What follows belongs to an exercise in optimizing a design on an open flow for small area, a short achievable clock period and few clock cycles; a production flow would make more cautious choices. Only simulation tests tie the RTL to the original design; equivalence was not proved. Power figures rest on the tool's default switching activity, not on a simulated workload. The clock port is modelled as an ideal driver; clocking choices that lean on that would not hold on a real chip.

===== flow/design.v =====
module block_ram_fill #(
  parameter int    AddrBusSize = 9,
  parameter int    NumElements = 512,
  parameter int    ElementSize = 8,
  parameter int    LaneSize    = 8,
  parameter bit    WriteFirst  = 1'b0
) (
  input  logic                              i_CLK,
  input  logic                              i_RST_n,
  input  logic                              i_write_en,
  input  logic [ElementSize/LaneSize-1:0]   i_write_lanes,
  input  logic [AddrBusSize-1:0]            i_write_addr,
  input  logic [ElementSize-1:0]            i_write_data,
  input  logic                              i_read_en,
  input  logic [AddrBusSize-1:0]            i_read_addr,
  output logic [ElementSize-1:0]            o_read_data,
  output logic                              o_read_valid,
  input  logic                              i_fill_start,
  input  logic [ElementSize-1:0]            i_fill_data,
  output logic                              o_busy,
  output logic                              o_fill_done
);
  localparam int Lanes = ElementSize / LaneSize;
  logic [NumElements-1:0][ElementSize-1:0] mem;
  logic                   busy_q;
  logic                   rd_vld_q;
  logic [ElementSize-1:0] rd_dat_q;
  logic                   fill_go;
  logic                   wr_go;
  logic [ElementSize-1:0] wr_dat;
  assign fill_go = i_RST_n & ~busy_q & i_fill_start;
  assign wr_go   = i_RST_n & ~busy_q & i_write_en & (i_write_addr < AddrBusSize'(NumElements));
  assign wr_dat  = fill_go ? i_fill_data : i_write_data;
  always_ff @(posedge i_CLK) begin
    if (!i_RST_n) begin
      busy_q   <= 1'b0;
      rd_vld_q <= 1'b0;
    end else begin
      busy_q   <= fill_go;
      rd_vld_q <= i_read_en;
    end
  end
  always_ff @(posedge i_CLK) begin
    rd_dat_q <= (i_read_addr < AddrBusSize'(NumElements)) ? mem[i_read_addr[7:0]] : '0;
  end
  for (genvar w = 0; w < NumElements; w++) begin : g_word
    for (genvar k = 0; k < Lanes; k++) begin : g_lane
      always_ff @(posedge i_CLK) begin
        if (fill_go || (wr_go && i_write_lanes[k] && i_write_addr == AddrBusSize'(w)))
          mem[w][k*LaneSize +: LaneSize] <= wr_dat[k*LaneSize +: LaneSize];
      end
    end
  end
  assign o_read_data  = rd_dat_q;
  assign o_read_valid = rd_vld_q;
  assign o_busy       = busy_q;
  assign o_fill_done  = busy_q;
endmodule
module ram_fill_top (
  input  logic        i_CLK,
  input  logic        i_RST_n,
  input  logic        i_write_en,
  input  logic [1:0]  i_write_lanes,
  input  logic [8:0]  i_write_addr,
  input  logic [15:0] i_write_data,
  input  logic        i_read_en,
  input  logic [8:0]  i_read_addr,
  output logic [15:0] o_read_data,
  output logic        o_read_valid,
  input  logic        i_fill_start,
  input  logic [15:0] i_fill_data,
  output logic        o_busy,
  output logic        o_fill_done
);
  block_ram_fill #(
    .AddrBusSize(9),
    .NumElements(256),
    .ElementSize(16),
    .LaneSize(8),
    .WriteFirst(1'b0)
  ) u_ram (
    .i_CLK        (i_CLK),
    .i_RST_n      (i_RST_n),
    .i_write_en   (i_write_en),
    .i_write_lanes(i_write_lanes),
    .i_write_addr (i_write_addr),
    .i_write_data (i_write_data),
    .i_read_en    (i_read_en),
    .i_read_addr  (i_read_addr),
    .o_read_data  (o_read_data),
    .o_read_valid (o_read_valid),
    .i_fill_start (i_fill_start),
    .i_fill_data  (i_fill_data),
    .o_busy       (o_busy),
    .o_fill_done  (o_fill_done)
  );
endmodule

===== flow/run.sh =====
#!/bin/bash
# synth_recipe.tcl (not shown) runs the flow's synth.tcl, then flattens the netlist and writes it again
# the make line also repeats each setting of config.mk as NAME=value (left out here)
make -C /OpenROAD-flow-scripts/flow DESIGN_CONFIG=/design/flow/config.mk WORK_HOME=/design/flow/orfs CLKGATE_MAP_FILE= SYNTH_SCRIPT=/design/flow/synth_recipe.tcl finish

===== flow/config.mk =====
export PLATFORM = sky130hd
export DESIGN_NAME = ram_fill_top
export DESIGN_NICKNAME = ram_fill_top
export VERILOG_FILES = /design/flow/design.v
export SDC_FILE = /design/flow/constraint.sdc
export NUM_CORES = 4
export LEC_CHECK = 0
export CAP_MARGIN = 20
export CORE_MARGIN = 2
export CORE_UTILIZATION = 45
export SLEW_MARGIN = 20

===== flow/constraint.sdc =====
create_clock -name core_clock -period 5.0 [get_ports {i_CLK}]
set_input_delay 1.0000 -clock core_clock [delete_from_list [all_inputs] [get_ports {i_CLK}]]
set_output_delay 1.0000 -clock core_clock [all_outputs]
set_load 0.01 [all_outputs]

==> results of run 1 <==
## cell families after synthesis
logic type / after synthesis / share of synthesized area
compound gates: 1250 / 0.0477
mux: 1341 / 0.150
simple gates: 550 / 0.0161
buf+inv: 543 / 0.0232
flops: 4114 / 0.763
## synthesized netlist by cell type, types with 96 or more instances
cell type | instances | share of area
mux2i_1 | 476 | 0.029
buf_2 | 112 | 0.0035
o221ai_1 | 174 | 0.0094
clkbuf_1 | 211 | 0.0049
o21ai_0 | 608 | 0.019
nor3_1 | 96 | 0.0030
a21oi_1 | 109 | 0.0034
mux4_1 | 108 | 0.018
mux4_2 | 726 | 0.10
nand2_1 | 218 | 0.0051
o22ai_1 | 158 | 0.0061
edfxtp_1 | 4096 | 0.76
## final cells by class
class,instances,area share
repair buffers,1056,0.0498
inverters,4,0.000120
flip-flops and latches,4114,0.659
clock buffers,497,0.0577
well taps,4773,0.0319
multi-input cells,3141,0.187
diodes,18,0.000241
clock inverters,266,0.0143
## layer usage
layer | routed length, um | global-route usage
met4 | 16200 | 0.0834
met1 | 184000 | 0.355
met3 | 42200 | 0.0401
met5 | 93 | 0
met2 | 213000 | 0.386
## state kept, by name (all words and copies together) (netlist names)
signal	cells
u_ram.rd_dat_q	16
u_ram.mem	4096
u_ram.busy_q	1
u_ram.rd_vld_q	1
## metrics by stage
stage | TNS (ns) | power, W
6_report | 0 | 0.0780
5_1_grt | 0 | 0.0801
4_1_cts | 0 | 0.0784
2_1_floorplan | -762.37 | 0.0449
3_3_place_gp | -1102.54 | 0.0476
3_5_place_dp | -0.00638 | 0.0478
## power groups by stage
| stage | Combinational (W) | Clock, W | Sequential, W |
|---|---|---|---|
| 2_1_floorplan | 0.00345 | 0 | 0.0415 |
| 3_3_place_gp | 0.00626 | 0 | 0.0414 |
| 3_5_place_dp | 0.00637 | 0 | 0.0414 |
| 4_1_cts | 0.00638 | 0.0313 | 0.0407 |
| 5_1_grt | 0.00668 | 0.0326 | 0.0408 |
| 6_report | 0.00637 | 0.0309 | 0.0407 |
## how the worst max path moves through the flow
stage,cells after the start,endpoint,slack [ns],from
after detailed placement,9,u_ram.rd_dat_q[4]$_SDFF_PP0_,-0.006,i_read_addr[6]
final,9,u_ram.rd_dat_q[9]$_SDFF_PP0_,0.78,i_read_addr[6]
after global placement,7,u_ram.mem[2192]$_DFFE_PP_,-0.95,i_write_addr[8]
after CTS,9,u_ram.rd_dat_q[4]$_SDFF_PP0_,1.03,i_read_addr[6]
after global routing,8,u_ram.rd_dat_q[6]$_SDFF_PP0_,0.85,i_read_addr[5]
after floorplan,5,u_ram.mem[1014]$_DFFE_PP_,-0.54,i_fill_start
==> results.toml, run 1 <==
[die]
design.die.area_sq_um = 364000
coreArea_sq_um = 358000
rows = 220
die_x_um = 604
initial_core_util = 0.451
die_h_um = 604
ios = 76

[yosys]
synth-seq-area-share = 0.763
ys_ff_latch = 4114
synth_async_sr_flop_share = 0
synth_warnings = 1
syn-num-nets = 7855
syn-instance-count = 7798
synthFlopType = "edfxtp_1"
avgSynthCellArea_sq_um = 20.7
synth_area_sq_um = 162000
synth_edf_count = 4096
yosys.cell_types.count = 69

[sta]
setup_viol = 0
fmax_mhz = 237
worst_slew_pin_slew_ns = 1.22
fin_crit_sh = 0.845
rsz0062_at_grt = "false"
setup_slack_ns = 0.776
whs_ns = 0.612
finalCriticalPeriod_ns = 4.22
slew_headroom = 0.165
slew_viol_final = 0
finalClockSkew_ns = 0.0573
finalHoldViolCount = 0

[place]
placed_cells = 13100
gp_congestion = 0.882
dp_hpwl_um = 291000
place.port_buffers = 75
dpl_worst_slack_ns = -0.00638
place_area_sq_um = 174000

[worst_setup_path]
end_kind = "flop"
path_buf_inv = 2
critical_path_class = "input port to flop"
rr_worst_depth = 8
cp_slowest_cell = "or3_1"
crit_chain = "clkdlybuf4s50_1 -> buf_4 -> or3_1 -> nor2_1 -> and3_1 -> nor3_1 -> nand4_1 -> or3_1 -> o31ai_1"
cp_top_family = "simple AND/OR/NAND/NOR gates"
startpoint_type = "input port"
path_common_cell = "or3_1"
r2r-start = "u_ram.busy_q$_SDFF_PN0_"
crit_path_max_incr_delay_ns = 0.75
r2r_slack_ns = 1.62
cp_max_fo = 10
r2r-end = "u_ram.mem[1028]$_DFFE_PP_"
required_ns = 5.88
cp.arrival_ns = 5.10

[cells_and_area]
finalInstanceArea_sq_um = 187000
fin_util = 0.522
regArea_sq_um = 123000
multi_input_area_sq_um = 35000
final_common_cell = "edfxtp_1"
layout-drive-gt1-share = 0.265
mostFrequentLayoutCells = "edfxtp_1, buf_4, mux4_2"
fin_cells = 13900
n_fill_cell = 27800
nNetsFinal = 8792
area_growth_syn_to_layout_pct = 15.7

[drt]
drtPass1Iterations = 5
wl_per_cell_um = 32.8
via_per_inst = 6.16
wl_um = 455000
antenna_left = 0
drt_iter0_drc = 11600
drc = 0
via_count = 85500

[outcome]
status = "no timing/DRC/antenna violations"

[global_routing]
gr-total-overflow = 0
grt_pass1_wl_um = 642000
grt_pass1_vias = 84400
grt_usage = 0.247
antenna_found_initial = 51
grt_max_degree = 177

[cts]
clock_latency_ns = 0.98
cts_num_sinks = 4114
clk_pin_slew_ns = 0.06
postCtsHoldBufs = 0
cts_resized = 0
cts_buffers = 418
clock_tree.root_cell = "clkbuf_16"
post-cts-setup-buffer-count = 0
htreeDepth = 5
ctsLongestPathBuffers = 4
tritoncts = "done"

[power]
p_clk_frac = 0.396
power.density_nw_per_um2 = 417
p_int_w = 0.0601
pwr-share-comb = 0.082
seqPwrFrac = 0.522
p_sw_frac = 0.229
p_leak_nw = 62.3
vdd_drop_max_mv = 0.314
switchingPower_w = 0.0179

[run]
maxCapViolations = 0

[worst_hold_path]
min_to = "u_ram.rd_vld_q$_SDFF_PN0_"
min_path_type = "input port to flop"
min_path_cells = 2
min_from = "i_read_en"
Testbench counts, summed over its fixed seeds: cycles 16,136.
==> run 2: changes to the inputs <==
--- a/flow/config.mk
+++ b/flow/config.mk
@@ -9,3 +9,6 @@
 export CORE_MARGIN = 2
 export CORE_UTILIZATION = 45
+export CTS_CLUSTER_DIAMETER = 80
+export CTS_CLUSTER_SIZE = 30
+export SETUP_SLACK_MARGIN = 2.5
 export SLEW_MARGIN = 20
==> results.toml, run 2 <==
[drt]
wl_per_cell_um = 35.6
drtPass1Iterations = 6
wl_um = 485000
via_per_inst = 6.34
via_count = 86400
drt_iter0_drc = 12500
drc = 0
antenna_left = 0

[yosys]
synth_top_cell_area_share = 0.760
synthXorXnorAreaFrac = 0
synth_area_sq_um = 162000
syn-num-nets = 7855
synthTopCellsByCount = "edfxtp_1, mux4_2, o21ai_0"
avgSynthCellArea_sq_um = 20.7
synth_edf_count = 4096
synthFlopType = "edfxtp_1"
synth-seq-area-share = 0.763
yosys.cell_types.count = 69
syn-instance-count = 7798
synth_async_sr_flop_share = 0
synth_warnings = 1
synthAdderAreaFrac = 0
netlist_top_cells_area = "edfxtp_1, mux4_2, mux2i_1"
yosys.cell_count.top_type = "edfxtp_1"
yosysTopAreaCell = "edfxtp_1"
synthSimpleGateAreaFrac = 0.0161
synth_compound_area_frac = 0.0477
ys_ff_latch = 4114
synth.area.mux_share = 0.150
synth_top_family_by_area = "multiplexers"

[cells_and_area]
area_growth_syn_to_layout_pct = 15.8
top_regs = "u_ram.mem x4096, u_ram.rd_dat_q x16"
layout-drive-gt1-share = 0.315
final_common_cell = "edfxtp_1"
top_register = "u_ram.mem"
fin_cells = 13600
mostFrequentLayoutCells = "edfxtp_1, buf_4, mux4_2"
largest_register_ffs = 4096
nNetsFinal = 8779

[power]
vdd_drop_max_mv = 0.398
p_clk_frac = 0.280
switchingPower_w = 0.0162
p_sw_frac = 0.243
seqPwrFrac = 0.610
p_int_w = 0.0505
power.density_nw_per_um2 = 356
p_leak_nw = 61.7
pwr-share-comb = 0.110
total_power_w = 0.0667

[sta]
finalCriticalPeriod_ns = 2.86
setup_viol = 0
finalHoldViolCount = 0
finalClockSkew_ns = 0.0754
worst_slew_pin_slew_ns = 0.920
tns_ns = 0
setup_slack_ns = 2.14
slew_viol_final = 0
fmax_mhz = 349
slew_headroom = 0.369
rsz0062_at_grt = "true"
fin_crit_sh = 0.573

[worst_setup_path]
crit_chain = "buf_16 -> buf_12 -> mux2i_1 -> o22ai_1 -> nor3_4 -> nor3_1 -> a2bb2o_4 -> or3_1"
cp_max_fo = 31
cp_slowest_cell = "mux2i_1"
r2r-end = "u_ram.rd_dat_q[12]$_SDFF_PP0_"
r2r-start = "u_ram.mem[1644]$_DFFE_PP_"
cp.arrival_ns = 3.70
r2r_slack_ns = 2.43
critical_path_class = "input port to flop"
end_kind = "flop"
critPathCapture = "u_ram.rd_dat_q[12]$_SDFF_PP0_"
required_ns = 5.83
startpoint_type = "input port"
crit_path_start = "i_read_addr[1]"
crit_path_max_incr_delay_ns = 0.81
rr_worst_depth = 7

[global_routing]
antenna_found_initial = 26
grt_pass1_wl_um = 658000
gr-total-overflow = 0
grt_pass1_vias = 83700
grt_max_degree = 149
grt_usage = 0.256

[die]
coreArea_sq_um = 358000
initial_core_util = 0.451
die_h_um = 604
ios = 76
rows = 220
die_x_um = 604
design.die.area_sq_um = 364000

[place]
placed_cells = 13100
gp_congestion = 0.870
dp_hpwl_um = 292000
dpl_worst_slack_ns = 0.163
place.port_buffers = 75

[worst_hold_path]
min_path_type = "input port to flop"

[outcome]
status = "no timing/DRC/antenna violations"

[cts]
tritoncts = "done"
cts_num_sinks = 4114
clock_tree.root_cell = "clkbuf_16"
htreeDepth = 4
ctsLongestPathBuffers = 4
clk_pin_slew_ns = 0.11
cts_buffers = 182
clock_latency_ns = 0.98

[run]
maxCapViolations = 0
run 2: cell families (layout without fill, tap and decap cells):
logic type      Yosys count  count (layout)
mux                    1341            1341
other cells               0               9
simple gates            550             570
buf+inv                 543            1561
flops                  4114            4114
compound gates         1250            1250
run 2: what timing repair did:
action                                 in CTS  in global routing
hold buffers                                0                  0
setup endpoints to repair                8186               3937
pin swaps                                  76                 67
endpoints found under the hold margin       0                  0
cloned                                     59                 25
gates resized for setup                   910                318
setup buffers                             106                 55
run 2: power groups by stage:
stage          clock network (W)  logic [W]  registers [W]
2_1_floorplan                  0    0.00350         0.0413
3_3_place_gp                   0    0.00626         0.0413
3_5_place_dp                   0    0.00637         0.0414
4_1_cts                   0.0189    0.00704         0.0407
5_1_grt                   0.0200    0.00763         0.0408
6_report                  0.0187    0.00735         0.0407
run 2: layout make-up:
| type | instances | area (sq um) |
|---|---|---|
| Fill cell | 27900 | 171000 |
| Sequential cell | 4114 | 123000 |
| Multi-Input combinational cell | 3161 | 38100 |
| Timing Repair Buffer | 1259 | 13800 |
| Tap cell | 4773 | 5970 |
| Clock buffer | 199 | 4680 |
| Clock inverter | 99 | 1190 |
| Inverter | 4 | 38.8 |
| Antenna cell | 9 | 22.5 |
run 2: worst min-delay path by stage:
stage	slack [ns]	from	depth (start not counted)	end
after CTS	0.55	i_read_en	2	u_ram.rd_vld_q$_SDFF_PN0_
after global routing	0.34	i_RST_n	2	u_ram.rd_vld_q$_SDFF_PN0_
after floorplan	0.83	u_ram.mem[2060]$_DFFE_PP_	6	u_ram.rd_dat_q[12]$_SDFF_PP0_
final	0.33	i_RST_n	2	u_ram.rd_vld_q$_SDFF_PN0_
after detailed placement	1.03	u_ram.mem[2053]$_DFFE_PP_	6	u_ram.rd_dat_q[5]$_SDFF_PP0_
after global placement	1.07	u_ram.mem[3816]$_DFFE_PP_	4	u_ram.rd_dat_q[8]$_SDFF_PP0_
run 2: worst max-delay path: cells and delay by family:
| kind | cells | cell delay [ns] |
|---|---|---|
| multiplexers | 1 | 0.81 |
| AND/OR/NAND/NOR | 3 | 0.79 |
| buffers and inverters | 2 | 0.47 |
| AO/OA/AOI/OAI | 2 | 0.45 |
run 2: per-stage QoR:
step	instance area, sq um	hold WS (ns)	utilization
4_1_cts	185000	0.554	0.516
5_1_grt	187000	0.343	0.522
3_3_place_gp	174000	1.07	0.485
3_5_place_dp	174000	1.03	0.485
6_report	187000	0.329	0.522
2_1_floorplan	162000	0.831	-
run 2: metal layers:
| layer | share of wire | routed length [um] | GRT usage |
|---|---|---|---|
| met1 | 0.39 | 189000 | 0.360 |
| met2 | 0.48 | 231000 | 0.413 |
| met3 | 0.093 | 44900 | 0.0366 |
| met4 | 0.040 | 19600 | 0.0896 |
| met5 | 0.00011 | 53 | 0 |
==> run 3: changes to the inputs <==
==> flow/flow/run.sh (new file) <==
#!/bin/bash
# Standard layout, with CTS run without dummy loads. Each tool's output goes to a log here.
set -euo pipefail
bash standard.sh \
  "CTS_ARGS=-sink_clustering_enable -repair_clock_nets -sink_clustering_size 30 -sink_clustering_max_diameter 80 -dont_use_dummy_load" \
  finish > flow_make.log 2>&1
==> flow/standard.sh (new file) <==
#!/bin/bash
# synth_recipe.tcl (not shown) runs the flow's synth.tcl, then flattens the netlist and writes it again
# the make line also repeats each setting of config.mk as NAME=value (left out here)
make -C /OpenROAD-flow-scripts/flow DESIGN_CONFIG=/design/flow/config.mk WORK_HOME=/design/flow/orfs CLKGATE_MAP_FILE= SYNTH_SCRIPT=/design/flow/synth_recipe.tcl "${@:-finish}"
removed: flow/run.sh
==> results.toml, run 3 <==
[drt]
drtPass1Iterations = 6
via_per_inst = 6.38
wl_per_cell_um = 36.2
via_count = 86200
drt_iter0_drc = 12500
wl_um = 489000
antenna_left = 0
drc = 0

[place]
dpl_worst_slack_ns = 0.163
gp_congestion = 0.870
place.port_buffers = 75
dp_hpwl_um = 292000

[worst_setup_path]
cp.arrival_ns = 3.71
cp_max_fo = 30
required_ns = 5.85
critical_path_class = "input port to flop"
crit_chain = "buf_12 -> nand2_1 -> buf_4 -> nor2_1 -> o21ai_0 -> nand4_1 -> or3_4 -> o31ai_2"
r2r_slack_ns = 2.48
r2r-end = "u_ram.rd_dat_q[12]$_SDFF_PP0_"
cp_slowest_cell = "nand2_1"
rr_worst_depth = 7
r2r-start = "u_ram.mem[1644]$_DFFE_PP_"
crit_path_max_incr_delay_ns = 0.63
end_kind = "flop"
startpoint_type = "input port"
crit_path_start = "i_read_addr[4]"
critPathCapture = "u_ram.rd_dat_q[15]$_SDFF_PP0_"

[yosys]
yosys.cell_count.top_type = "edfxtp_1"
avgSynthCellArea_sq_um = 20.7
yosysTopAreaCell = "edfxtp_1"
synth_async_sr_flop_share = 0
ys_ff_latch = 4114
syn-instance-count = 7798
synth_warnings = 1
synth_area_sq_um = 162000
synthFlopType = "edfxtp_1"
synth_edf_count = 4096
syn-num-nets = 7855
synth_top_cell_area_share = 0.760
synthTopCellsByCount = "edfxtp_1, mux4_2, o21ai_0"
netlist_top_cells_area = "edfxtp_1, mux4_2, mux2i_1"
synth-seq-area-share = 0.763
yosys.cell_types.count = 69

[sta]
tns_ns = 0
setup_viol = 0
finalHoldViolCount = 0
worst_slew_pin_slew_ns = 0.924
slew_viol_final = 0
finalCriticalPeriod_ns = 2.86
fin_crit_sh = 0.573
slew_headroom = 0.376
finalClockSkew_ns = 0.149
fmax_mhz = 349
setup_slack_ns = 2.14
whs_ns = 0.351
rsz0062_at_grt = "true"

[cts]
clk_pin_slew_ns = 0.11
cts_num_sinks = 4114
clock_latency_ns = 0.98
ctsLongestPathBuffers = 4
cts_buffers = 182
clock_tree.root_cell = "clkbuf_16"
postCtsHoldBufs = 0
tritoncts = "done"
htreeDepth = 4

[cells_and_area]
mostFrequentLayoutCells = "edfxtp_1, buf_4, mux4_2"
top_register = "u_ram.mem"
final_common_cell = "edfxtp_1"
layout-drive-gt1-share = 0.306
nNetsFinal = 8800
area_growth_syn_to_layout_pct = 14.8
top_regs = "u_ram.mem x4096, u_ram.rd_dat_q x16"
largest_register_ffs = 4096

[power]
p_sw_frac = 0.236
seqPwrFrac = 0.628
p_leak_nw = 61.2
vdd_drop_max_mv = 0.350
pwr-share-comb = 0.114
p_int_w = 0.0495
power.density_nw_per_um2 = 349
p_clk_frac = 0.258
switchingPower_w = 0.0153

[die]
design.die.area_sq_um = 364000
die_x_um = 604
initial_core_util = 0.451
ios = 76
rows = 220
coreArea_sq_um = 358000
die_h_um = 604

[run]
maxCapViolations = 0

[worst_hold_path]
min_path_type = "input port to flop"

[global_routing]
antenna_found_initial = 35
gr-total-overflow = 0
grt_pass1_wl_um = 652000
grt_pass1_vias = 83200
grt_usage = 0.254
grt_max_degree = 149

[outcome]
status = "no timing/DRC/antenna violations"
==> run 3: cell counts after synthesis <==
Identical to the previous run, type by type.
==> run 3: area by class of cell <==
cell class | count | area [sq um]
Antenna cell | 7 | 17.5
Inverter | 4 | 41.3
Tap cell | 4773 | 5970
Timing Repair Buffer | 1281 | 13900
Sequential cell | 4114 | 123000
Clock buffer | 182 | 4550
Fill cell | 28000 | 173000
Multi-Input combinational cell | 3160 | 37800
==> run 3: routing by layer <==
| metal | wire length, um | GRT usage |
|---|---|---|
| met1 | 191000 | 0.354 |
| met4 | 19800 | 0.0905 |
| met2 | 233000 | 0.408 |
| met5 | 92 | 0 |
| met3 | 45500 | 0.0387 |
==> run 3: timing repair <==
| action | CTS | global route |
|---|---|---|
| cloned | 50 | 40 |
| hold endpoints to repair | 0 | 0 |
| buffers inserted | 97 | 79 |
| pin swaps | 59 | 76 |
| resized for setup | 793 | 258 |
| setup endpoints to repair | 8171 | 4140 |
==> run 3: cell families after synthesis <==
group / Yosys count / share of synthesized area
compound gates: 1250 / 0.0477
buf+inv: 543 / 0.0232
flops: 4114 / 0.763
mux: 1341 / 0.150
simple gates: 550 / 0.0161
==> run 3: how the worst min path moves through the flow <==
| stage | start | to | slack, ns | cells after the start |
|---|---|---|---|---|
| 2_1_floorplan | u_ram.mem[2060]$_DFFE_PP_ | u_ram.rd_dat_q[12]$_SDFF_PP0_ | 0.83 | 6 |
| 3_5_place_dp | u_ram.mem[2053]$_DFFE_PP_ | u_ram.rd_dat_q[5]$_SDFF_PP0_ | 1.03 | 6 |
| 6_report | i_RST_n | u_ram.rd_vld_q$_SDFF_PN0_ | 0.35 | 2 |
| 4_1_cts | i_read_en | u_ram.rd_vld_q$_SDFF_PN0_ | 0.57 | 2 |
| 5_1_grt | i_RST_n | u_ram.rd_vld_q$_SDFF_PN0_ | 0.37 | 2 |
| 3_3_place_gp | u_ram.mem[3816]$_DFFE_PP_ | u_ram.rd_dat_q[8]$_SDFF_PP0_ | 1.07 | 4 |
==> run 3: power groups by stage <==
stage / logic (W) / registers, W / clock network, W
after floorplan: 0.00350 / 0.0413 / 0
after global placement: 0.00626 / 0.0413 / 0
after detailed placement: 0.00637 / 0.0414 / 0
after CTS: 0.00694 / 0.0407 / 0.0170
after global routing: 0.00764 / 0.0408 / 0.0180
final: 0.00736 / 0.0407 / 0.0167
==> run 3: critical path, delay by kind of cell <==
kind / cells / cell delay (ns)
buf+inv: 2 / 0.50
compound gates: 2 / 0.44
simple gates: 4 / 1.65
==> run 3: through the flow <==
step / std cells / utilization / power, W / instance area (sq um)
after floorplan: 7798 / - / 0.0448 / 162000
final: 13500 / 0.518 / 0.0647 / 186000
after global routing: 13500 / 0.518 / 0.0664 / 186000
after CTS: 13400 / 0.511 / 0.0646 / 183000
after detailed placement: 13100 / 0.485 / 0.0478 / 174000
after global placement: 13100 / 0.485 / 0.0476 / 174000
==> run 4: changes to the inputs <==
--- a/flow/config.mk
+++ b/flow/config.mk
@@ -8,7 +8,9 @@
 export CAP_MARGIN = 20
 export CORE_MARGIN = 2
-export CORE_UTILIZATION = 45
+export CORE_UTILIZATION = 60
 export CTS_CLUSTER_DIAMETER = 80
 export CTS_CLUSTER_SIZE = 30
+export PLACE_DENSITY = 0.72
 export SETUP_SLACK_MARGIN = 2.5
 export SLEW_MARGIN = 20
+export TNS_END_PERCENT = 20
==> results.toml, run 4 <==
[place]
placed_cells = 11800
gp_congestion = 0.892
dp_hpwl_um = 270000
place.port_buffers = 75

[global_routing]
grt_pass1_wl_um = 619000
antenna_found_initial = 27
gr-total-overflow = 0
grt_usage = 0.321
grt_pass1_vias = 83700
grt_max_degree = 165

[drt]
antenna_left = 0
via_count = 87300
wl_um = 454000
drc = 0
via_per_inst = 7.12
wl_per_cell_um = 37.0
drtPass1Iterations = 6
drt_iter0_drc = 14400

[cts]
postCtsHoldBufs = 0
htreeDepth = 4
cts_num_sinks = 4114
ctsLongestPathBuffers = 4
cts_buffers = 171
clk_pin_slew_ns = 0.11
clock_tree.root_cell = "clkbuf_16"
tritoncts = "done"
clock_latency_ns = 0.92

[cells_and_area]
fin_cells = 12300
nNetsFinal = 8753
layout-drive-gt1-share = 0.297
mostFrequentLayoutCells = "edfxtp_1, buf_4, mux4_2"
regArea_sq_um = 123000
largest_register_ffs = 4096
area_growth_syn_to_layout_pct = 13.2
top_register = "u_ram.mem"
multi_input_area_sq_um = 37800
n_fill_cell = 16300
top_regs = "u_ram.mem x4096, u_ram.rd_dat_q x16"
final_common_cell = "edfxtp_1"

[die]
design.die.area_sq_um = 274000
die_x_um = 523
rows = 190
ios = 76
die_h_um = 523
coreArea_sq_um = 268000
initial_core_util = 0.603

[worst_setup_path]
cp_max_fo = 8
required_ns = 5.79
cp.arrival_ns = 3.60
critical_path_class = "input port to flop"
end_kind = "flop"
startpoint_type = "input port"

[yosys]
yosys.cell_count.top_type = "edfxtp_1"
syn-instance-count = 7798
synth_async_sr_flop_share = 0
synth_warnings = 1
synthFlopType = "edfxtp_1"
synth_top_cell_area_share = 0.760
ys_ff_latch = 4114
avgSynthCellArea_sq_um = 20.7
synth-seq-area-share = 0.763
synth_edf_count = 4096
synth_area_sq_um = 162000
netlist_top_cells_area = "edfxtp_1, mux4_2, mux2i_1"
yosysTopAreaCell = "edfxtp_1"
yosys.cell_types.count = 69
synthTopCellsByCount = "edfxtp_1, mux4_2, o21ai_0"
syn-num-nets = 7855

[sta]
fin_crit_sh = 0.561
fmax_mhz = 357
worst_slew_pin_slew_ns = 1.20
slew_viol_final = 0
finalCriticalPeriod_ns = 2.80
slew_headroom = 0.197
finalClockSkew_ns = 0.109
rsz0062_at_grt = "true"
setup_viol = 0
tns_ns = 0
finalHoldViolCount = 0

[outcome]
status = "no timing/DRC/antenna violations"

[power]
vdd_drop_max_mv = 0.385
power.density_nw_per_um2 = 348
p_leak_nw = 60.5

[worst_hold_path]
min_path_type = "input port to flop"

[run]
maxCapViolations = 0
run 4: cell types whose count changed in the layout (fill, tap and decap cells not counted), moves of 17 or more:
cell and delta:
buf_4 -19, o21ai_2 -18, o21ai_1 +26, clkbuf_16 -23, nand2_2 +17
run 4: power breakdown:
part           switching [W]  internal (W)  total (W)
combinational        0.00445       0.00261    0.00705
clock                0.00979       0.00618     0.0160
sequential          0.000455        0.0402     0.0407
run 4: timing repair:
item	in CTS	in global routing
endpoints found under the hold margin	0	0
pin swaps	50	76
resized for setup	678	299
setup endpoints to repair	6172	6062
cloned	33	31
buffers inserted	118	49
run 4: cells by family (layout without fill, tap and decap cells):
kind of cell | count (synthesis) | after routing | synth area share
muxes | 1341 | 1341 | 0.150
AOI/OAI and AO/OA | 1250 | 1250 | 0.0477
buffers and inverters | 543 | 1419 | 0.0232
other | 0 | 13 | 0
DFF | 4114 | 4114 | 0.763
and+or+nand+nor | 550 | 570 | 0.0161
run 4: worst paths after layout:
path	startpoint	to	slack [ns]	cells past startpoint
min reg2reg	u_ram.busy_q$_SDFF_PN0_	u_ram.busy_q$_SDFF_PN0_	0.94	3
min	i_RST_n	u_ram.rd_vld_q$_SDFF_PN0_	0.37	2
max	i_read_addr[0]	u_ram.rd_dat_q[10]$_SDFF_PP0_	2.20	12
max reg2reg	u_ram.mem[101]$_DFFE_PP_	u_ram.rd_dat_q[5]$_SDFF_PP0_	2.40	8
run 4: area by class of cell:
class,instances,area share
diodes,13,0.000178
inverters,4,0.000205
well taps,3552,0.0243
multi-input cells,3161,0.207
flip-flops and latches,4114,0.674
clock buffers,171,0.0234
repair buffers,1244,0.0713
run 4: metal layers:
layer	global-route usage	share of wire	vias to the layer above
met5	0	0.00028	-
met4	0.134	0.051	16
met3	0.0666	0.13	918
met2	0.494	0.46	6645
met1	0.455	0.35	45300
li1	-	-	34400
run 4: metrics by stage:
step                      cell area [sq um]  hold slack [ns]  total power [W]   util  setup WS [ns]
after floorplan                      162000            0.831           0.0448      -           1.98
after global placement               172000             1.03           0.0473  0.641          -1.00
after detailed placement             172000            0.983           0.0476  0.642         -0.119
after CTS                            181000            0.611           0.0633  0.675           2.23
after global routing                 183000            0.379           0.0651  0.683           2.22
final                                183000            0.365           0.0637  0.683           2.20
run 4: critical path: stages:
cell,delay [ns]
buf_16,0.11
buf_16,0.19
buf_16,0.19
buf_16,0.16
buf_12,0.13
buf_16,0.14
buf_12,0.11
mux4_2,0.52
mux4_2,0.55
o22ai_4,0.25
buf_6,0.14
o31ai_2,0.05
==> run 5: changes to the inputs <==
--- a/flow/config.mk
+++ b/flow/config.mk
@@ -6,5 +6,5 @@
 export NUM_CORES = 4
 export LEC_CHECK = 0
-export CAP_MARGIN = 20
+export CAP_MARGIN = 10
 export CORE_MARGIN = 2
 export CORE_UTILIZATION = 60
@@ -12,5 +12,5 @@
 export CTS_CLUSTER_SIZE = 30
 export PLACE_DENSITY = 0.72
-export SETUP_SLACK_MARGIN = 2.5
-export SLEW_MARGIN = 20
-export TNS_END_PERCENT = 20
+export SETUP_SLACK_MARGIN = 2.35
+export SLEW_MARGIN = 10
+export TNS_END_PERCENT = 10
==> results.toml, run 5 <==
[yosys]
netlist_top_cells_area = "edfxtp_1, mux4_2, mux2i_1"
syn-instance-count = 7798
synth_async_sr_flop_share = 0
synth-seq-area-share = 0.763
synthTopCellsByCount = "edfxtp_1, mux4_2, o21ai_0"
yosys.cell_types.count = 69
synthAdderAreaFrac = 0
synth_top_family_by_area = "multiplexers"
yosysTopAreaCell = "edfxtp_1"
syn-num-nets = 7855
ys_ff_latch = 4114
synthFlopType = "edfxtp_1"
synth_edf_count = 4096
avgSynthCellArea_sq_um = 20.7
yosys.cell_count.top_type = "edfxtp_1"
synth.area.mux_share = 0.150
synth_area_sq_um = 162000
synthSimpleGateAreaFrac = 0.0161
synthXorXnorAreaFrac = 0
synth_warnings = 1
synth_top_cell_area_share = 0.760
synth_compound_area_frac = 0.0477

[sta]
whs_ns = 0.639
slew_viol_final = 0
finalCriticalPeriod_ns = 2.91
setup_viol = 0
finalClockSkew_ns = 0.145
fin_crit_sh = 0.583
setup_slack_ns = 2.09
slew_headroom = 0.289
fmax_mhz = 343
finalHoldViolCount = 0
rsz0062_at_grt = "true"
worst_slew_pin_slew_ns = 1.06

[die]
die_h_um = 523
design.die.area_sq_um = 274000
ios = 76
rows = 190
die_x_um = 523
initial_core_util = 0.603
coreArea_sq_um = 268000

[cells_and_area]
layout-drive-gt1-share = 0.272
mostFrequentLayoutCells = "edfxtp_1, buf_4, mux4_2"
top_regs = "u_ram.mem x4096, u_ram.rd_dat_q x16"
nNetsFinal = 8685
area_growth_syn_to_layout_pct = 11.6
top_register = "u_ram.mem"
largest_register_ffs = 4096
final_common_cell = "edfxtp_1"

[drt]
via_count = 86200
antenna_left = 0
via_per_inst = 7.07
drc = 0
drtPass1Iterations = 6
wl_per_cell_um = 36.4
drt_iter0_drc = 14400
wl_um = 444000

[place]
place.port_buffers = 75
gp_congestion = 0.883
dp_hpwl_um = 267000
dpl_worst_slack_ns = -0.626

[cts]
tritoncts = "done"
htreeDepth = 4
cts_num_sinks = 4114
clock_latency_ns = 0.92
postCtsHoldBufs = 0
clk_pin_slew_ns = 0.11
ctsLongestPathBuffers = 4
clock_tree.root_cell = "clkbuf_16"
cts_buffers = 174

[power]
p_sw_frac = 0.229
p_int_w = 0.0490
vdd_drop_max_mv = 0.315
pwr-share-comb = 0.106
seqPwrFrac = 0.641
power.density_nw_per_um2 = 352
switchingPower_w = 0.0145
p_leak_nw = 59.5
p_clk_frac = 0.253

[run]
maxCapViolations = 0

[worst_hold_path]
min_path_type = "input port to flop"

[global_routing]
gr-total-overflow = 0
antenna_found_initial = 33
grt_max_degree = 197
grt_usage = 0.311
grt_pass1_vias = 82200
grt_pass1_wl_um = 603000

[worst_setup_path]
r2r_slack_ns = 2.21
crit_chain = "clkdlybuf4s50_1 -> nand3b_1 -> clkbuf_8 -> nand2_2 -> nand2_8 -> buf_4"
crit_path_max_incr_delay_ns = 0.46
cp.arrival_ns = 3.56
critical_path_class = "input port to flop"
end_kind = "flop"
required_ns = 5.64
cp_slowest_cell = "buf_4"
cp_max_fo = 36
startpoint_type = "input port"

[outcome]
status = "no timing/DRC/antenna violations"
run 5: cell counts after synthesis:
Identical to the previous run, type by type.
run 5: stage by stage:
step                       util  TNS (ns)  total power (W)  cell area, sq um  cells
final                     0.673         0           0.0635            181000  12200
after global routing      0.673         0           0.0650            180000  12200
after CTS                 0.663         0           0.0631            178000  12100
after detailed placement  0.641    -0.626           0.0476            172000  11800
after global placement    0.641    -85.88           0.0473            172000  11800
after floorplan               -         0           0.0448            162000   7798
run 5: metal layers:
layer	track usage	vias up	share of wire
li1	-	34200	-
met1	0.448	45000	0.36
met2	0.490	6191	0.47
met3	0.0574	811	0.12
met4	0.103	10	0.043
met5	0	-	0.00024
run 5: power by group through the flow:
stage / Combinational, W / Sequential (W) / Clock, W
detailed placement: 0.00614 / 0.0415 / 0
finish: 0.00674 / 0.0407 / 0.0161
global placement: 0.00598 / 0.0413 / 0
CTS: 0.00630 / 0.0407 / 0.0162
global route: 0.00698 / 0.0408 / 0.0172
floorplan: 0.00349 / 0.0413 / 0
run 5: cells by family after synthesis:
| group | count (synthesis) |
|---|---|
| buf+inv | 543 |
| flops | 4114 |
| mux | 1341 |
| compound gates | 1250 |
| simple gates | 550 |
run 5: layout make-up:
type / instances / area [sq um]
flip-flops and latches: 4114 / 123000
fillers: 16700 / 87600
multi-input cells: 3147 / 36400
repair buffers: 1187 / 11800
well taps: 3552 / 4440
clock buffers: 174 / 4350
diodes: 28 / 70.1
inverters: 4 / 50.0
run 5: worst paths after layout:
check                                  from                           end  cells past startpoint
setup reg to reg    u_ram.busy_q$_SDFF_PN0_     u_ram.mem[2833]$_DFFE_PP_                      5
setup / recovery                    i_RST_n     u_ram.mem[2833]$_DFFE_PP_                      6
hold / removal                    i_read_en     u_ram.rd_vld_q$_SDFF_PN0_                      2
hold reg to reg   u_ram.mem[2069]$_DFFE_PP_  u_ram.rd_dat_q[5]$_SDFF_PP0_                      6
run 5: critical path, delay by kind of cell:
| kind | cells | cell delay (ns) |
|---|---|---|
| buf+inv | 3 | 1.30 |
| simple gates | 3 | 1.05 |
run 5: what timing repair did:
item / 4_1_cts / 5_1_grt
pin swaps: 10 / 50
gates resized for setup: 234 / 296
setup buffers: 45 / 80
cloned: 10 / 37
setup endpoints to repair: 4795 / 3730
==> run 6: changes to the inputs <==
--- a/flow/config.mk
+++ b/flow/config.mk
@@ -12,5 +12,5 @@
 export CTS_CLUSTER_SIZE = 30
 export PLACE_DENSITY = 0.72
-export SETUP_SLACK_MARGIN = 2.35
+export SETUP_SLACK_MARGIN = 2.5
 export SLEW_MARGIN = 10
 export TNS_END_PERCENT = 10
==> results.toml, run 6 <==
[die]
ios = 76
rows = 190
initial_core_util = 0.603
coreArea_sq_um = 268000
die_x_um = 523
design.die.area_sq_um = 274000
die_h_um = 523

[yosys]
ys_ff_latch = 4114
yosys.cell_types.count = 69
synth-seq-area-share = 0.763
syn-num-nets = 7855
synth_compound_area_frac = 0.0477
synthSimpleGateAreaFrac = 0.0161
synth_area_sq_um = 162000
yosys.cell_count.top_type = "edfxtp_1"
synth.area.mux_share = 0.150
yosysTopAreaCell = "edfxtp_1"
synth_top_family_by_area = "multiplexers"
avgSynthCellArea_sq_um = 20.7
synth_async_sr_flop_share = 0
synthAdderAreaFrac = 0
synthXorXnorAreaFrac = 0
synth_top_cell_area_share = 0.760
synth_warnings = 1
netlist_top_cells_area = "edfxtp_1, mux4_2, mux2i_1"
synth_edf_count = 4096
synthTopCellsByCount = "edfxtp_1, mux4_2, o21ai_0"
syn-instance-count = 7798
synthFlopType = "edfxtp_1"

[global_routing]
grt_max_degree = 165
grt_pass1_wl_um = 622000
grt_usage = 0.324
grt_pass1_vias = 83500
antenna_found_initial = 31
gr-total-overflow = 0

[cts]
postCtsHoldBufs = 0
cts_num_sinks = 4114
ctsLongestPathBuffers = 3
clock_latency_ns = 0.92
htreeDepth = 4
clk_pin_slew_ns = 0.10
clock_tree.root_cell = "clkbuf_16"
tritoncts = "done"
cts_buffers = 166

[sta]
whs_ns = 0.646
worst_slew_pin_slew_ns = 1.04
setup_slack_ns = 2.28
fmax_mhz = 367
setup_viol = 0
fin_crit_sh = 0.544
finalClockSkew_ns = 0.133
finalHoldViolCount = 0
rsz0062_at_grt = "true"
slew_viol_final = 0
slew_headroom = 0.310
tns_ns = 0
finalCriticalPeriod_ns = 2.72

[worst_setup_path]
critical_path_class = "input port to flop"
r2r_slack_ns = 2.41
crit_path_start = "i_read_addr[4]"
startpoint_type = "input port"
cp_max_fo = 21
cp.arrival_ns = 3.53
required_ns = 5.81
rr_worst_depth = 8
r2r-start = "u_ram.mem[67]$_DFFE_PP_"
end_kind = "flop"
critPathCapture = "u_ram.rd_dat_q[15]$_SDFF_PP0_"
r2r-end = "u_ram.rd_dat_q[3]$_SDFF_PP0_"

[cells_and_area]
area_growth_syn_to_layout_pct = 13.9
mostFrequentLayoutCells = "edfxtp_1, buf_4, mux4_2"
fin_cells = 12300
nNetsFinal = 8782
top_regs = "u_ram.mem x4096, u_ram.rd_dat_q x16"
final_common_cell = "edfxtp_1"
layout-drive-gt1-share = 0.304
top_register = "u_ram.mem"
largest_register_ffs = 4096

[place]
dpl_worst_slack_ns = -0.0609
gp_congestion = 0.892
placed_cells = 11800
dp_hpwl_um = 270000
place.port_buffers = 75

[drt]
via_count = 87800
drt_iter0_drc = 15200
via_per_inst = 7.15
antenna_left = 0
drc = 0
drtPass1Iterations = 6
wl_um = 465000
wl_per_cell_um = 37.9

[power]
pwr-share-comb = 0.114
seqPwrFrac = 0.639
total_power_w = 0.0636
switchingPower_w = 0.0148
p_clk_frac = 0.247
p_sw_frac = 0.232
vdd_drop_max_mv = 0.515
power.density_nw_per_um2 = 345
p_leak_nw = 61.0
p_int_w = 0.0489

[run]
maxCapViolations = 0

[outcome]
status = "no timing/DRC/antenna violations"

[worst_hold_path]
min_path_type = "input port to flop"
min_path_cells = 2
run 6: cell count changes in the layout (fill, tap and decap cells not counted), sizes merged, moves of 2 or more:
cell	change
bufbuf	+25
dlymetal6s2s	-3
diode	-19
clkdlybuf4s50	-2
dlygate4sd2	-7
clkdlybuf4s15	+10
clkbuf	-15
buf	+73
nand2	+14
run 6: per-layer routing:
| layer | wire [um] | GRT usage |
|---|---|---|
| met3 | 62800 | 0.0765 |
| met4 | 24800 | 0.136 |
| met1 | 162000 | 0.453 |
| met2 | 215000 | 0.497 |
| met5 | 182 | 0 |
run 6: critical path, stage by stage:
cell and delay (ns):
buf_16 0.26, buf_6 0.27, buf_8 0.28, nand2_1 0.16
and3_4 0.24, nor3_4 0.20, nand4_1 0.33, or3_4 0.59
o31ai_4 0.11
run 6: cell type report:
type	instances	area (sq um)
well taps	3552	4440
inverters	4	43.8
diodes	9	22.5
repair buffers	1276	13900
flip-flops and latches	4114	123000
clock buffers	166	4150
fillers	16200	83900
multi-input cells	3163	38300
run 6: through the flow:
| step | cell area, sq um | util |
|---|---|---|
| final | 184000 | 0.687 |
| after global routing | 184000 | 0.687 |
| after CTS | 181000 | 0.675 |
| after floorplan | 162000 | - |
| after global placement | 172000 | 0.641 |
| after detailed placement | 172000 | 0.642 |
run 6: worst min path at each step:
stage,end,slack [ns],startpoint
final,u_ram.rd_vld_q$_SDFF_PN0_,0.65,i_read_en
after global routing,u_ram.rd_vld_q$_SDFF_PN0_,0.65,i_read_en
after CTS,u_ram.rd_vld_q$_SDFF_PN0_,0.62,i_read_en
after detailed placement,u_ram.rd_dat_q[5]$_SDFF_PP0_,0.99,u_ram.mem[2085]$_DFFE_PP_
after global placement,u_ram.busy_q$_SDFF_PN0_,1.03,u_ram.busy_q$_SDFF_PN0_
after floorplan,u_ram.rd_dat_q[12]$_SDFF_PP0_,0.83,u_ram.mem[2060]$_DFFE_PP_
run 6: power groups by stage:
stage	combinational, W	clock [W]	sequential, W
2_1_floorplan	0.00350	0	0.0413
3_3_place_gp	0.00600	0	0.0413
3_5_place_dp	0.00615	0	0.0414
4_1_cts	0.00670	0.0157	0.0407
5_1_grt	0.00747	0.0168	0.0408
6_report	0.00725	0.0157	0.0407
run 6: cells by family after synthesis:
group,count (synthesis)
DFF,4114
muxes,1341
AOI/OAI and AO/OA,1250
and+or+nand+nor,550
buffers and inverters,543
run 6: timing repair:
| item | in CTS | in global routing |
|---|---|---|
| setup buffers | 90 | 84 |
| setup endpoints to repair | 6192 | 5926 |
| resized for setup | 722 | 369 |
| pin swaps | 80 | 82 |
| gates cloned | 47 | 43 |
==> run 7: changes to the inputs <==
--- a/flow/config.mk
+++ b/flow/config.mk
@@ -8,8 +8,8 @@
 export CAP_MARGIN = 10
 export CORE_MARGIN = 2
-export CORE_UTILIZATION = 60
+export CORE_UTILIZATION = 66
 export CTS_CLUSTER_DIAMETER = 80
 export CTS_CLUSTER_SIZE = 30
-export PLACE_DENSITY = 0.72
+export PLACE_DENSITY = 0.76
 export SETUP_SLACK_MARGIN = 2.5
 export SLEW_MARGIN = 10
==> results.toml, run 7 <==
[cells_and_area]
finalInstanceArea_sq_um = 182000
multi_input_area_sq_um = 37600
largest_register_ffs = 4096
layout-drive-gt1-share = 0.292
top_register = "u_ram.mem"
top_regs = "u_ram.mem x4096, u_ram.rd_dat_q x16"
n_fill_cell = 12800
final_common_cell = "edfxtp_1"
nNetsFinal = 8694
mostFrequentLayoutCells = "edfxtp_1, buf_4, mux4_2"
regArea_sq_um = 123000
area_growth_syn_to_layout_pct = 12.3

[sta]
fmax_mhz = 331
finalHoldViolCount = 0
slew_headroom = 0.121
setup_viol = 0
whs_ns = 0.399
worst_slew_pin_slew_ns = 1.32
finalCriticalPeriod_ns = 3.02
rsz0062_at_grt = "true"
fin_crit_sh = 0.605
slew_viol_final = 0
finalClockSkew_ns = 0.123

[yosys]
synthAdderAreaFrac = 0
yosys.cell_types.count = 69
yosysTopAreaCell = "edfxtp_1"
synth_compound_area_frac = 0.0477
ys_ff_latch = 4114
syn-num-nets = 7855
yosys.cell_count.top_type = "edfxtp_1"
synth-seq-area-share = 0.763
syn-instance-count = 7798
avgSynthCellArea_sq_um = 20.7
synth_async_sr_flop_share = 0
synthTopCellsByCount = "edfxtp_1, mux4_2, o21ai_0"
synthSimpleGateAreaFrac = 0.0161
synth_top_family_by_area = "multiplexers"
synth_edf_count = 4096
synth.area.mux_share = 0.150
synthXorXnorAreaFrac = 0
synth_top_cell_area_share = 0.760
netlist_top_cells_area = "edfxtp_1, mux4_2, mux2i_1"
synthFlopType = "edfxtp_1"
synth_area_sq_um = 162000
synth_warnings = 1

[place]
gp_congestion = 0.917
dp_hpwl_um = 268000
place_area_sq_um = 171000
place.port_buffers = 75

[worst_setup_path]
cp_slowest_cell = "o211ai_1"
cp.arrival_ns = 3.70
path_common_cell = "buf_16"
required_ns = 5.67
r2r-start = "u_ram.mem[3561]$_DFFE_PP_"
critical_path_class = "input port to flop"
startpoint_type = "input port"
cp_max_fo = 9
end_kind = "flop"
crit_chain = "buf_16 -> buf_16 -> buf_16 -> mux4_2 -> mux4_2 -> o211ai_1 -> o31ai_2"
crit_path_max_incr_delay_ns = 0.93
crit_path_start = "i_read_addr[0]"

[global_routing]
met3_usage = 0.0761
grt_use_met1 = 0.483
grt_usage = 0.345
grt_pass1_wl_um = 608000
grt_max_degree = 173
gr-total-overflow = 0
grt_pass1_vias = 83400
antenna_found_initial = 31
grt.busiest_layer = "met2"
grt_util_met2 = 0.538

[cts]
cts_num_sinks = 4114
clock_latency_ns = 0.88
tritoncts = "done"
htreeDepth = 4
cts_buffers = 164
clk_pin_slew_ns = 0.10
clock_tree.root_cell = "clkbuf_16"
ctsLongestPathBuffers = 3

[drt]
antenna_left = 0
drt_iter0_drc = 15500
wl_per_cell_um = 38.0
drtPass1Iterations = 7
via_per_inst = 7.39
drc = 0
via_count = 87600
wl_um = 451000

[power]
total_power_w = 0.0632
vdd_drop_max_mv = 0.437
p_leak_nw = 60.0
power.density_nw_per_um2 = 348

[die]
ios = 76
design.die.area_sq_um = 249000
rows = 181
die_h_um = 499
coreArea_sq_um = 243000
initial_core_util = 0.664
die_x_um = 499

[run]
maxCapViolations = 0

[worst_hold_path]
min_path_type = "input port to flop"
min_from = "i_RST_n"

[outcome]
status = "no timing/DRC/antenna violations"
[run 7: area by class of cell]
| cell class | count | area share |
|---|---|---|
| flip-flops and latches | 4114 | 0.679 |
| multi-input cells | 3145 | 0.207 |
| repair buffers | 1206 | 0.0681 |
| clock buffers | 164 | 0.0226 |
| well taps | 3202 | 0.0221 |
| diodes | 14 | 0.000193 |
| inverters | 4 | 0.000186 |
| repair inverters | 2 | 0.0000965 |
[run 7: logic make-up after synthesis]
group                  Yosys count
AOI/OAI and AO/OA             1250
buffers and inverters          543
DFF                           4114
muxes                         1341
and+or+nand+nor                550
[run 7: per-stage QoR]
stage	util	std cells	worst slack [ns]	setup TNS, ns
6_report	0.746	11900	1.98	0
5_1_grt	0.746	11800	2.09	0
4_1_cts	0.731	11700	2.12	0
3_5_place_dp	0.704	11500	-0.0249	-0.0249
3_3_place_gp	0.704	11500	-0.104	-0.104
2_1_floorplan	-	7798	1.98	0
[run 7: worst paths after layout]
check,endpoint,slack (ns),cells past startpoint
worst max-delay path,u_ram.rd_dat_q[9]$_SDFF_PP0_,1.98,7
worst min-delay path,u_ram.rd_vld_q$_SDFF_PN0_,0.40,2
worst max register to register,u_ram.rd_dat_q[9]$_SDFF_PP0_,2.29,4
worst min register to register,u_ram.busy_q$_SDFF_PN0_,0.81,2
[run 7: metal layers]
layer	up-vias	wire (um)	share of wire
met3	1112	61700	0.14
met4	22	24400	0.054
met5	-	201	0.00045
li1	34200	-	-
met2	7261	212000	0.47
met1	45000	152000	0.34
[run 7: critical path: cells and delay by family]
kind | cells | cell delay (ns)
AO/OA/AOI/OAI | 2 | 1.08
buffers and inverters | 3 | 0.49
multiplexers | 2 | 1.07
[run 7: power breakdown]
group	total [W]	switching [W]	internal [W]	leakage [nW]
Sequential	0.0407	0.000501	0.0402	38.5
Clock	0.0155	0.00962	0.00591	2.02
Combinational	0.00695	0.00441	0.00254	19.5
[run 7: timing repair]
action	CTS	global route
setup buffers	69	87
gates resized for setup	358	521
pin swaps	29	89
hold buffers	0	0
gates cloned	24	32
setup endpoints to repair	5443	6865
==> run 8: changes to the inputs <==
--- a/flow/config.mk
+++ b/flow/config.mk
@@ -8,8 +8,8 @@
 export CAP_MARGIN = 10
 export CORE_MARGIN = 2
-export CORE_UTILIZATION = 66
+export CORE_UTILIZATION = 55
 export CTS_CLUSTER_DIAMETER = 80
 export CTS_CLUSTER_SIZE = 30
-export PLACE_DENSITY = 0.76
+export PLACE_DENSITY = 0.68
 export SETUP_SLACK_MARGIN = 2.5
 export SLEW_MARGIN = 10
==> results.toml, run 8 <==
[cts]
htreeDepth = 4
clk_pin_slew_ns = 0.11
clock_latency_ns = 0.94
ctsLongestPathBuffers = 4
cts_num_sinks = 4114
cts_buffers = 174
tritoncts = "done"
clock_tree.root_cell = "clkbuf_16"

[global_routing]
antenna_found_initial = 42
grt_max_degree = 106
gr-total-overflow = 0
grt_pass1_wl_um = 623000
grt_usage = 0.294
grt_pass1_vias = 82500

[yosys]
synth_warnings = 1
yosys.cell_count.top_type = "edfxtp_1"
synthTopCellsByCount = "edfxtp_1, mux4_2, o21ai_0"
synth_async_sr_flop_share = 0
synth_edf_count = 4096
ys_ff_latch = 4114
synth_area_sq_um = 162000
synth_top_cell_area_share = 0.760
yosys.cell_types.count = 69
synth-seq-area-share = 0.763
syn-num-nets = 7855
synthFlopType = "edfxtp_1"
netlist_top_cells_area = "edfxtp_1, mux4_2, mux2i_1"
yosysTopAreaCell = "edfxtp_1"
avgSynthCellArea_sq_um = 20.7
syn-instance-count = 7798

[cells_and_area]
mostFrequentLayoutCells = "edfxtp_1, buf_4, mux4_2"
layout-drive-gt1-share = 0.295
top_register = "u_ram.mem"
area_growth_syn_to_layout_pct = 13.5
largest_register_ffs = 4096
final_common_cell = "edfxtp_1"
n_fill_cell = 19900
regArea_sq_um = 123000
nNetsFinal = 8774
multi_input_area_sq_um = 37800
top_regs = "u_ram.mem x4096, u_ram.rd_dat_q x16"

[sta]
fmax_mhz = 365
setup_slack_ns = 2.26
finalClockSkew_ns = 0.129
fin_crit_sh = 0.548
slew_headroom = 0.382
finalHoldViolCount = 0
slew_viol_final = 0
rsz0062_at_grt = "true"
finalCriticalPeriod_ns = 2.74
worst_slew_pin_slew_ns = 0.926
setup_viol = 0

[die]
rows = 199
initial_core_util = 0.551
die_h_um = 546
coreArea_sq_um = 293000
design.die.area_sq_um = 298000
die_x_um = 546
ios = 76

[worst_setup_path]
rr_worst_depth = 9
required_ns = 5.79
cp.arrival_ns = 3.53
crit_path_max_incr_delay_ns = 0.55
end_kind = "flop"
path_common_cell = "buf_16"
crit_chain = "buf_16 -> buf_16 -> buf_12 -> clkbuf_16 -> mux4_2 -> a22o_4 -> o21ai_4 -> o31ai_4 -> nand2_1 -> a2bb2o_2 -> or3_1"
startpoint_type = "input port"
critical_path_class = "input port to flop"
cp_slowest_cell = "mux4_2"
cp_max_fo = 8

[place]
place.port_buffers = 75
dp_hpwl_um = 276000
dpl_worst_slack_ns = -0.312
gp_congestion = 0.878

[drt]
antenna_left = 0
via_count = 87200
drc = 0
via_per_inst = 6.90
wl_um = 469000
wl_per_cell_um = 37.1
drtPass1Iterations = 8
drt_iter0_drc = 14400

[power]
vdd_drop_max_mv = 0.262
power.density_nw_per_um2 = 349
total_power_w = 0.0640
p_leak_nw = 60.6

[run]
maxCapViolations = 0

[worst_hold_path]
min_path_type = "input port to flop"
min_path_cells = 2

[outcome]
status = "no timing/DRC/antenna violations"
-- run 8: cell types whose count changed in the layout (fill, tap and decap cells not counted), moves of 9 or more --
cell,change
buf_12,+10
buf_6,+30
o221ai_2,-26
a21oi_2,-9
nor3_1,+15
nand2_4,+31
nand2_1,-18
a21oi_1,+10
o21ai_1,+16
o21ai_0,-14
nor3_2,-12
o221ai_1,+25
nand2_2,+9
-- run 8: stage by stage --
stage / hold slack, ns / TNS [ns] / cell area, sq um / cells / utilization
4_1_cts: 0.632 / 0 / 180000 / 12500 / 0.613
3_3_place_gp: 1.03 / -54.98 / 173000 / 12200 / 0.589
5_1_grt: 0.395 / 0 / 183000 / 12600 / 0.626
6_report: 0.365 / 0 / 184000 / 12700 / 0.626
2_1_floorplan: 0.831 / 0 / 162000 / 7798 / -
3_5_place_dp: 0.988 / -45.88 / 173000 / 12200 / 0.589
-- run 8: cells by family after synthesis --
kind of cell | after synthesis | synth area share
multiplexers | 1341 | 0.150
AO/OA/AOI/OAI | 1250 | 0.0477
AND/OR/NAND/NOR | 550 | 0.0161
flip-flops | 4114 | 0.763
buffers and inverters | 543 | 0.0232
-- run 8: final cells by class --
class	instances	share of cell area
flip-flops and latches	4114	0.672
repair inverters	1	0.0000614
well taps	3919	0.0267
inverters	4	0.000239
repair buffers	1249	0.0705
multi-input cells	3173	0.206
diodes	18	0.000245
clock buffers	174	0.0237
-- run 8: final timing paths --
check             slack (ns)                             to                     from
setup / recovery        2.26  u_ram.rd_dat_q[12]$_SDFF_PP0_           i_read_addr[0]
hold / removal          0.36      u_ram.rd_vld_q$_SDFF_PN0_                  i_RST_n
setup reg to reg        2.50      u_ram.mem[3321]$_DFFE_PP_  u_ram.busy_q$_SDFF_PN0_
hold reg to reg         0.84        u_ram.busy_q$_SDFF_PN0_  u_ram.busy_q$_SDFF_PN0_
-- run 8: per-layer routing --
| layer | vias up | GRT usage | share of wire |
|---|---|---|---|
| met5 | - | 0 | 0.00017 |
| met3 | 840 | 0.0499 | 0.12 |
| met4 | 10 | 0.104 | 0.042 |
| met1 | 45900 | 0.418 | 0.36 |
| met2 | 5945 | 0.464 | 0.48 |
| li1 | 34500 | - | - |
-- run 8: critical path: cells and delay by family --
| family | cells | cell delay (ns) |
|---|---|---|
| AOI/OAI and AO/OA | 4 | 0.89 |
| buffers and inverters | 4 | 0.61 |
| muxes | 1 | 0.55 |
| and+or+nand+nor | 2 | 0.41 |
-- run 8: where the power goes --
part	total, W	internal, W	switching [W]
Clock	0.0161	0.00627	0.00986
Combinational	0.00718	0.00262	0.00456
Sequential	0.0407	0.0402	0.000447
Total	0.0640	0.0491	0.0149
-- run 8: timing repair --
action | CTS | global route
hold buffers | 0 | 0
pin swaps | 38 | 85
resized for setup | 507 | 428
endpoints found under the setup margin | 6787 | 5948
hold endpoints to repair | 0 | 0
buffers inserted | 43 | 112
cloned | 33 | 50

==> what the ideal ports hide <==
How much do the figures lean on ideal ports? The routed layouts below were timed once more, with nothing changed but the port constraints.
Step 1, drivers: a clkbuf_16 drives i_CLK and a buf_2 each remaining input, both assumed.
Step 2 times the ports against the registers' clock, not the clock port: input delays grow and output delays shrink by t, the midpoint of the rising clock arrivals with the driver on.
Three values: ideal ports, drivers, drivers and shift; two values: the first two.
run	t (ns)	setup slack, ns	hold WS [ns]
run 1	1.058	0.776 / 0.677 / -0.381	0.612 / 0.528 / 1.057
run 2	1.050	2.136 / 1.875 / 0.825	0.329 / 0.243 / 1.073
run 3	1.012	2.136 / 1.844 / 0.831	0.351 / 0.265 / 1.071
run 4	0.976	2.196 / 1.853 / 0.877	0.365 / 0.286 / 0.943
run 5	0.950	2.087 / 1.637 / 0.687	0.639 / 0.565 / 1.014
run 6	0.954	2.278 / 1.755 / 0.802	0.646 / 0.573 / 0.907
run 7	0.915	1.976 / 1.687 / 0.772	0.399 / 0.326 / 0.809
run 8	0.975	2.258 / 1.688 / 0.713	0.365 / 0.288 / 0.841
With both steps, setup timing fails in run 1, where it was met with ideal ports. The setup slack of run 8, which loses most, moves by -0.570 ns with the drivers and by -1.545 ns with both steps.
